From an optimization exercise on the open Yosys and OpenROAD flow, aimed at small area, a short achievable clock period and few clock cycles per item; shortcuts taken in it are not production practice. In this exercise RTL edits were held to simulation tests only and were not proved equivalent to the original. Power and IR drop assume default switching activity.

<file path="flow/constraint.sdc">
create_clock -name core_clock -period 3.0 [get_ports {clk}]
set_input_delay 0.6000 -clock core_clock [delete_from_list [all_inputs] [get_ports {clk}]]
set_output_delay 0.6000 -clock core_clock [all_outputs]
set_load 0.01 [all_outputs]
</file>
<file path="flow/config.mk">
export PLATFORM = sky130hd
export DESIGN_NAME = hitMapTop
export DESIGN_NICKNAME = hitMapTop
export VERILOG_FILES = /design/flow/design.v
export SDC_FILE = /design/flow/constraint.sdc
export NUM_CORES = 4
export LEC_CHECK = 0
export CAP_MARGIN = 20
export CORE_MARGIN = 2
export CORE_UTILIZATION = 40
export PLACE_DENSITY = 0.6
export SLEW_MARGIN = 20
</file>
<file path="flow/run.sh">
#!/bin/bash
# synth_recipe.tcl (not shown) runs the flow's synth.tcl, then flattens the netlist and writes it again
# the make line also repeats each setting of config.mk as NAME=value (left out here)
make -C /OpenROAD-flow-scripts/flow DESIGN_CONFIG=/design/flow/config.mk WORK_HOME=/design/flow/orfs CLKGATE_MAP_FILE= SYNTH_SCRIPT=/design/flow/synth_recipe.tcl finish
</file>
<file path="flow/design.v">
package hitMapPkg;
    localparam int ROWBITS = 5;                        
    localparam int COLBITS = 4;                        
    localparam int NUMROWS = 1 << ROWBITS;             
    localparam int NUMCOLS = 1 << COLBITS;             
    localparam int SSIDBITS = ROWBITS + COLBITS;       
    localparam int READLATENCY = 2;                    
    localparam int CLEARSETTLE = 4;                    
    localparam int SETTLEBITS = $clog2(CLEARSETTLE + 1);  
    typedef logic [1:0] opCode;
    localparam opCode OPSETHIT = 2'd0;                 
    localparam opCode OPREADBIT = 2'd1;                
    localparam opCode OPREADROW = 2'd2;                
    localparam logic [1:0] CLRCLEARING = 2'd0;         
    localparam logic [1:0] CLRSETTLING = 2'd1;         
    localparam logic [1:0] CLRIDLE = 2'd2;             
    typedef logic [NUMCOLS-1:0] rowWord;
    typedef union packed {
        logic [SSIDBITS-1:0] flat;                     
        struct packed {
            logic [ROWBITS-1:0] row;                   
            logic [COLBITS-1:0] col;                   
        } rc;
    } ssidWord;
endpackage
`timescale 1ns/10ps
module hitMapRam (
    input  logic                            clk,
    input  logic                            wrEn,     
    input  logic [hitMapPkg::ROWBITS-1:0]   wrRow,    
    input  hitMapPkg::rowWord               wrData,   
    input  logic [hitMapPkg::ROWBITS-1:0]   rdRow,    
    output hitMapPkg::rowWord               rdData    
);
    hitMapPkg::rowWord mem [hitMapPkg::NUMROWS];         
    hitMapPkg::rowWord rdPipe [hitMapPkg::READLATENCY];  
    logic bypass;  
    assign bypass = wrEn && (wrRow == rdRow);  
    always_ff @(posedge clk) begin
        if (wrEn) begin
            mem[wrRow] <= wrData;  
        end
    end
    always_ff @(posedge clk) begin
        rdPipe[0] <= bypass ? wrData : mem[rdRow];
        for (int k = 1; k < hitMapPkg::READLATENCY; k++) begin
            rdPipe[k] <= rdPipe[k - 1];  
        end
    end
    assign rdData = rdPipe[hitMapPkg::READLATENCY - 1];  
endmodule
`timescale 1ns/10ps
module commandPort (
    input  logic                            clk,
    input  logic                            reset,
    input  logic                            cmdReq,      
    input  hitMapPkg::opCode                cmdOp,       
    input  hitMapPkg::ssidWord              cmdSsid,     
    input  logic [hitMapPkg::ROWBITS-1:0]   cmdRow,      
    output logic                            cmdAck,      
    input  logic                            busy,        
    input  logic                            setPending,  
    output logic [hitMapPkg::ROWBITS-1:0]   rdRow,       
    output logic                            setValid,    
    output logic [hitMapPkg::ROWBITS-1:0]   setRow,
    output logic [hitMapPkg::COLBITS-1:0]   setCol,
    output logic                            readValid,   
    output logic                            readIsRow,   
    output logic [hitMapPkg::ROWBITS-1:0]   readRow,
    output logic [hitMapPkg::COLBITS-1:0]   readCol
);
    logic isSet;     
    logic isRead;    
    logic isRowOp;   
    logic blocked;   
    logic accept;    
    assign isSet = (cmdOp == hitMapPkg::OPSETHIT);
    assign isRowOp = (cmdOp == hitMapPkg::OPREADROW);
    assign isRead = isRowOp || (cmdOp == hitMapPkg::OPREADBIT);
    assign blocked = busy || (isRead && setPending);
    assign accept = cmdReq && !cmdAck && !blocked;
    always_ff @(posedge clk) begin
        if (reset) begin
            cmdAck <= 1'b0;                  
        end else if (accept) begin
            cmdAck <= 1'b1;                  
        end else if (cmdAck && !cmdReq) begin
            cmdAck <= 1'b0;                  
        end
    end
    assign rdRow = isRowOp ? cmdRow : cmdSsid.rc.row;
    assign setValid = accept && isSet;
    assign setRow = cmdSsid.rc.row;          
    assign setCol = cmdSsid.rc.col;          
    assign readValid = accept && isRead;
    assign readIsRow = isRowOp;
    assign readRow = rdRow;                  
    assign readCol = cmdSsid.rc.col;         
endmodule
`timescale 1ns/10ps
module hitMergePipe (
    input  logic                            clk,
    input  logic                            reset,
    input  logic                            setValid,
    input  logic [hitMapPkg::ROWBITS-1:0]   setRow,
    input  logic [hitMapPkg::COLBITS-1:0]   setCol,
    input  hitMapPkg::rowWord               rdData,
    output logic                            setPending,   
    output logic                            mergeWrEn,    
    output logic [hitMapPkg::ROWBITS-1:0]   mergeWrRow,
    output hitMapPkg::rowWord               mergeWrData   
);
    logic [hitMapPkg::READLATENCY-1:0] entryValid;
    logic [hitMapPkg::ROWBITS-1:0]     entryRow [hitMapPkg::READLATENCY];
    hitMapPkg::rowWord                 entryMask [hitMapPkg::READLATENCY];  
    hitMapPkg::rowWord                 setMask;   
    logic [hitMapPkg::READLATENCY-1:0] mergeHit;  
    logic                              merged;    
    always_comb begin
        setMask = '0;
        setMask[setCol] = 1'b1;              
        mergeHit = '0;
        for (int k = 0; k < hitMapPkg::READLATENCY - 1; k++) begin
            mergeHit[k] = setValid && entryValid[k] && (entryRow[k] == setRow);
        end
    end
    assign merged = |mergeHit;
    always_ff @(posedge clk) begin
        if (reset) begin
            entryValid <= '0;                
        end else begin
            entryValid[0] <= setValid && !merged;  
            for (int k = 1; k < hitMapPkg::READLATENCY; k++) begin
                entryValid[k] <= entryValid[k - 1];
            end
        end
    end
    always_ff @(posedge clk) begin
        entryRow[0] <= setRow;
        entryMask[0] <= setMask;
        for (int k = 1; k < hitMapPkg::READLATENCY; k++) begin
            entryRow[k] <= entryRow[k - 1];
            entryMask[k] <= mergeHit[k - 1] ? (entryMask[k - 1] | setMask)
                                            : entryMask[k - 1];
        end
    end
    assign setPending = |entryValid;
    assign mergeWrEn = entryValid[hitMapPkg::READLATENCY - 1];
    assign mergeWrRow = entryRow[hitMapPkg::READLATENCY - 1];
    assign mergeWrData = rdData | entryMask[hitMapPkg::READLATENCY - 1];  
endmodule
`timescale 1ns/10ps
module readTracker (
    input  logic                            clk,
    input  logic                            reset,
    input  logic                            readValid,
    input  logic                            readIsRow,
    input  logic [hitMapPkg::ROWBITS-1:0]   readRow,
    input  logic [hitMapPkg::COLBITS-1:0]   readCol,
    input  hitMapPkg::rowWord               rdData,
    output logic                            resultValid,     
    output logic                            resultIsRow,     
    output logic [hitMapPkg::SSIDBITS-1:0]  resultSsid,      
    output logic                            resultBit,       
    output logic [hitMapPkg::ROWBITS-1:0]   resultRowIndex,  
    output hitMapPkg::rowWord               resultRow        
);
    logic [hitMapPkg::READLATENCY-1:0] tagValid;
    logic [hitMapPkg::READLATENCY-1:0] tagIsRow;
    logic [hitMapPkg::ROWBITS-1:0]     tagRow [hitMapPkg::READLATENCY];
    logic [hitMapPkg::COLBITS-1:0]     tagCol [hitMapPkg::READLATENCY];
    hitMapPkg::ssidWord exitSsid;  
    assign exitSsid.rc.row = tagRow[hitMapPkg::READLATENCY - 1];
    assign exitSsid.rc.col = tagCol[hitMapPkg::READLATENCY - 1];
    always_ff @(posedge clk) begin
        if (reset) begin
            tagValid <= '0;
            resultValid <= 1'b0;
        end else begin
            tagValid[0] <= readValid;
            for (int k = 1; k < hitMapPkg::READLATENCY; k++) begin
                tagValid[k] <= tagValid[k - 1];
            end
            resultValid <= tagValid[hitMapPkg::READLATENCY - 1];  
        end
    end
    always_ff @(posedge clk) begin
        tagIsRow[0] <= readIsRow;
        tagRow[0] <= readRow;
        tagCol[0] <= readCol;
        for (int k = 1; k < hitMapPkg::READLATENCY; k++) begin
            tagIsRow[k] <= tagIsRow[k - 1];
            tagRow[k] <= tagRow[k - 1];
            tagCol[k] <= tagCol[k - 1];
        end
        if (tagValid[hitMapPkg::READLATENCY - 1]) begin
            resultIsRow <= tagIsRow[hitMapPkg::READLATENCY - 1];
            if (tagIsRow[hitMapPkg::READLATENCY - 1]) begin
                resultRowIndex <= exitSsid.rc.row;   
                resultRow <= rdData;
            end else begin
                resultSsid <= exitSsid.flat;         
                resultBit <= rdData[exitSsid.rc.col];
            end
        end
    end
endmodule
`timescale 1ns/10ps
module clearSequencer (
    input  logic                            clk,
    input  logic                            reset,
    input  logic                            mergeWrEn,
    input  logic [hitMapPkg::ROWBITS-1:0]   mergeWrRow,
    input  hitMapPkg::rowWord               mergeWrData,
    output logic                            busy,     
    output logic                            wrEn,
    output logic [hitMapPkg::ROWBITS-1:0]   wrRow,
    output hitMapPkg::rowWord               wrData
);
    logic [1:0]                         state;        
    logic [hitMapPkg::ROWBITS-1:0]      clearRow;     
    logic [hitMapPkg::SETTLEBITS-1:0]   settleCount;  
    logic                               clearing;     
    always_ff @(posedge clk) begin
        if (reset) begin
            state <= hitMapPkg::CLRCLEARING;     
            clearRow <= '0;
            settleCount <= '0;
        end else begin
            case (state)
                hitMapPkg::CLRCLEARING: begin
                    clearRow <= clearRow + 1'b1;  
                    if (clearRow == hitMapPkg::ROWBITS'(hitMapPkg::NUMROWS - 1)) begin
                        state <= hitMapPkg::CLRSETTLING;  
                        settleCount <= '0;
                    end
                end
                hitMapPkg::CLRSETTLING: begin
                    settleCount <= settleCount + 1'b1;
                    if (settleCount == hitMapPkg::SETTLEBITS'(hitMapPkg::CLEARSETTLE - 1)) begin
                        state <= hitMapPkg::CLRIDLE;
                    end
                end
                hitMapPkg::CLRIDLE: begin
                    state <= hitMapPkg::CLRIDLE;  
                end
                default: begin
                    state <= hitMapPkg::CLRCLEARING;  
                    clearRow <= '0;
                end
            endcase
        end
    end
    assign clearing = (state == hitMapPkg::CLRCLEARING);
    assign busy = (state != hitMapPkg::CLRIDLE);
    assign wrEn = clearing || (!busy && mergeWrEn);
    assign wrRow = clearing ? clearRow : mergeWrRow;
    assign wrData = clearing ? '0 : mergeWrData;
endmodule
`timescale 1ns/10ps
module hitMapTop (
    input  logic                            clk,
    input  logic                            reset,
    input  logic                            cmdReq,
    input  hitMapPkg::opCode                cmdOp,
    input  hitMapPkg::ssidWord              cmdSsid,
    input  logic [hitMapPkg::ROWBITS-1:0]   cmdRow,           
    output logic                            cmdAck,
    output logic                            busy,             
    output logic                            resultValid,
    output logic                            resultIsRow,
    output logic [hitMapPkg::SSIDBITS-1:0]  resultSsid,
    output logic                            resultBit,
    output logic [hitMapPkg::ROWBITS-1:0]   resultRowIndex,
    output hitMapPkg::rowWord               resultRow
);
    logic [hitMapPkg::ROWBITS-1:0] rdRow;            
    hitMapPkg::rowWord             ramReadData;      
    logic                          setPending;       
    logic                          setValid;
    logic [hitMapPkg::ROWBITS-1:0] setRow;
    logic [hitMapPkg::COLBITS-1:0] setCol;
    logic                          readValid;
    logic                          readIsRow;
    logic [hitMapPkg::ROWBITS-1:0] readRow;
    logic [hitMapPkg::COLBITS-1:0] readCol;
    logic                          mergeWrEn;        
    logic [hitMapPkg::ROWBITS-1:0] mergeWrRow;
    hitMapPkg::rowWord             mergeWrData;
    logic                          wrEn;             
    logic [hitMapPkg::ROWBITS-1:0] wrRow;
    hitMapPkg::rowWord             wrData;
    commandPort cmdPort (
        .clk(clk), .reset(reset),
        .cmdReq(cmdReq), .cmdOp(cmdOp), .cmdSsid(cmdSsid), .cmdRow(cmdRow), .cmdAck(cmdAck),
        .busy(busy), .setPending(setPending), .rdRow(rdRow),
        .setValid(setValid), .setRow(setRow), .setCol(setCol),
        .readValid(readValid), .readIsRow(readIsRow), .readRow(readRow), .readCol(readCol)
    );
    hitMergePipe mergePipe (
        .clk(clk), .reset(reset),
        .setValid(setValid), .setRow(setRow), .setCol(setCol), .rdData(ramReadData),
        .setPending(setPending),
        .mergeWrEn(mergeWrEn), .mergeWrRow(mergeWrRow), .mergeWrData(mergeWrData)
    );
    readTracker tracker (
        .clk(clk), .reset(reset),
        .readValid(readValid), .readIsRow(readIsRow), .readRow(readRow), .readCol(readCol),
        .rdData(ramReadData),
        .resultValid(resultValid), .resultIsRow(resultIsRow), .resultSsid(resultSsid),
        .resultBit(resultBit), .resultRowIndex(resultRowIndex), .resultRow(resultRow)
    );
    clearSequencer clearSeq (
        .clk(clk), .reset(reset),
        .mergeWrEn(mergeWrEn), .mergeWrRow(mergeWrRow), .mergeWrData(mergeWrData),
        .busy(busy), .wrEn(wrEn), .wrRow(wrRow), .wrData(wrData)
    );
    hitMapRam ram (
        .clk(clk), .wrEn(wrEn), .wrRow(wrRow), .wrData(wrData),
        .rdRow(rdRow), .rdData(ramReadData)
    );
endmodule
</file>
==> flow_summary.ini <==
[run_status]
outcome = complete, no violations

[sta]
setup_tns_ps = 0
hold_viol = 0
period_share_pct = 83.8
worst_pin_slew_ps = 993
setup_viol = 0
fin_skew_ps = 17.9
slew_headroom_pct = 33.7
maxSlewViolCount = 0
timing.fmax_mhz = 398
period_minus_slack_ps = 2510
rsz0062_at_grt = false

[layout]
areaGrowthSynthToFinish_pct = 16.2
drive_gt1_share_pct = 13.6
final_util_pct = 47.0
layout.area.seq_sq_um = 18200
stdcell_count = 2436
final_common_cell = edfxtp_1
num-fill-cells = 5007
final_nets = 1636
final_cell_mix = edfxtp_1, mux2i_1, dfxtp_1, buf_4
final_cell_area_sq_um = 28300
multi_input_area_sq_um = 5630

[power_and_ir_drop]
p_per_area_nw_per_um2 = 647
seqPwrFrac_pct = 53.5
power.internal_uw = 14400
power.switching_uw = 3920
peakVddDrop_v = 0.000415
p_clk_share_pct = 40.5
swShare_pct = 21.4
p_leak_uw = 0.00980
power_frac_comb_pct = 6.0

[logic_synthesis]
synthXorXnorAreaFrac_pct = 0.216
yosysTopAreaCell = edfxtp_1
synth_area_sq_um = 24400
synth_compound_area_share_pct = 5.45
yosysWarnings = 10
synthCells = 1460
ys_seq_elements = 638
avgSynthCellArea_sq_um = 16.7
syn_nets = 1492
synthArstFlopShare_pct = 0
synth-simple-area-share_pct = 4.99
synth-seq-area-share_pct = 74.8
synth_top_cell_area_share_pct = 67.1
synth_top_family_by_area = multiplexers
synth_edf_count = 544
synthFlopType = edfxtp_1
netlist_top_cells_area = edfxtp_1, mux2i_1, dfxtp_1
synth_fa_ha_area_share_pct = 0.668
synth.distinct_cells = 51
synthMuxAreaShare_pct = 11.5

[critical_path]
required_ps = 2400
path_max_fanout = 4
start_kind = flip-flop
worstSetupStartpoint = clearSeq.state[0]$_SDFFE_PP0P_
worstPathArrival_ps = 1910
r2r_cells = 6
worstSetupPathType = reg2out
worst_setup_path_end_kind = output port
rr_startpoint = clearSeq.state[1]$_SDFFE_PP0P_

[placed_design]
placed_area_sq_um = 26400
gp_congestion = 0.784
io_buffers = 53
hpwlAfterDp_um = 34100
post-place-cells = 2323

[grt]
grt_pass1_vias = 12800
antenna_found_initial = 1
track_usage_pct = 17.8
gr-total-overflow = 0
grt_max_degree = 49
grt_pass1_wl_um = 82900

[min_path]
worstHoldPathCells = 0
hold_start = tracker.tagIsRow[0]$_DFF_P_
hold_path.class = reg2reg

[clock_tree]
cts_resized = 0
clock-sinks = 638
clock_latency_ps = 620
cts_root_buf = clkbuf_16
cts_buffers = 61
path_clk_slew_ps = 60
cts_max_level = 2
cts_setup_buffers = 0
tritoncts = done
cts_buffer_depth = 3
postCtsHoldBufs = 0

[route]
wirelength_um = 55900
viasPerCell = 5.27
dr_total_vias = 12800
drc = 0
wire_per_inst_um = 22.9
first_pass_iters = 6
dr.first_iter.drc_count = 1138
ant_nets = 0

[floorplan]
rows = 90
core_sq_um = 60200
die_h_um = 251
die_area_sq_um = 62900
initial_core_util_pct = 40.4
pin_count = 54
die_w_um = 251

[run]
cap_violations = 0
through the flow:
stage	setup slack [ps]	hold slack (ps)	power, uW
2_1_floorplan	508	310	10600
3_3_place_gp	356	312	11100
3_5_place_dp	251	312	11100
4_1_cts	434	327	18500
5_1_grt	252	327	18900
6_report	486	324	18300
power groups by stage:
stage	clock network (uW)	logic [uW]	registers, uW
floorplan	0	730	9920
finish	7420	1100	9800
global route	7900	1180	9820
CTS	7540	1110	9810
global placement	0	1100	9990
detailed placement	0	1110	10000
cells by family (layout without fill, tap and decap cells):
group,count (synthesis),in the layout
DFF,638,638
muxes,272,272
and+or+nand+nor,259,259
AOI/OAI and AO/OA,188,188
buffers and inverters,84,277
adders and majority gates,13,13
xor gates and xnor gates,6,6
other,0,1
critical path: stages (launching register included):
cell and delay [ps]:
dfxtp_1 350, inv_1 70, ha_1 250, inv_1 90, clkdlybuf4s50_1 540
final cells by class:
cell class | instances | share of cell area, %
clock buffer | 86 | 6.03
timing repair buffer | 154 | 5.30
clock inverter | 26 | 0.769
multi-input combinational | 738 | 19.9
inverter | 11 | 0.146
antenna | 1 | 0.00884
sequential | 638 | 64.4
tap | 782 | 3.46
final timing paths:
kind	slack, ps	endpoint
setup / recovery	490	busy
hold / removal	320	tracker.tagIsRow[1]$_DFF_P_
setup reg to reg	490	ram.mem[26][15]$_DFFE_PP_
hold reg to reg	320	tracker.tagIsRow[1]$_DFF_P_
Yosys cell counts (all sizes together), types with 15 or more instances:
cell type and n:
mux2i 259, dfxtp 94, clkbuf 17, a31oi 16, a22o 33, a22oi 69, nor2b 15, edfxtp 544
a21oi 37, buf 56, nor2 86, nor3 19, nand4 17, nand3 35, nand2 58
state kept, by name, summed over array words and instances, names as in the netlist, 8 cells and up:
register and cells:
tracker.resultRow 16, tracker.resultSsid 9, mergePipe.entryRow 10, mergePipe.entryMask 32, ram.rdPipe 16, tracker.tagCol 8, tracker.tagRow 10, ram.mem 512
layer usage:
metal	vias up	wire [um]	GRT usage [%]
met3	73	2730	2.83
met4	0	863	3.97
met2	270	27700	30.1
li1	5937	-	-
met1	6563	24600	24.3
met5	-	0	0
Testbench counts, summed over its fixed seeds: cycles 8,762, commands 3,072.

-- static timing again, ports no longer ideal --
How much do the figures lean on ideal ports? The routed layout below was timed once more, with nothing changed but the port constraints.
Step 1 assumes that a clkbuf_16 drives the clock port and a buf_2 every other input.
Step 2 moves the port delays by t, midway between the first and last clock arrival at a register: inputs arrive t later, outputs are due t later. That takes back most of the time a late clock gives input paths.
Three values: ideal, step 1, step 2; two values: the first two.
t (ns): 0.667
setup WS [ns]: 0.486 / 0.429 / 0.278
hold WS [ns]: 0.324 / 0.324 / 0.324
worst setup path after step 2: input to register
worst slew at a driven data input, ns: 0.05
After both steps setup and hold are still met in this run. For this run, drivers alone change the setup slack by -0.057 ns; drivers and shift together by -0.208 ns.
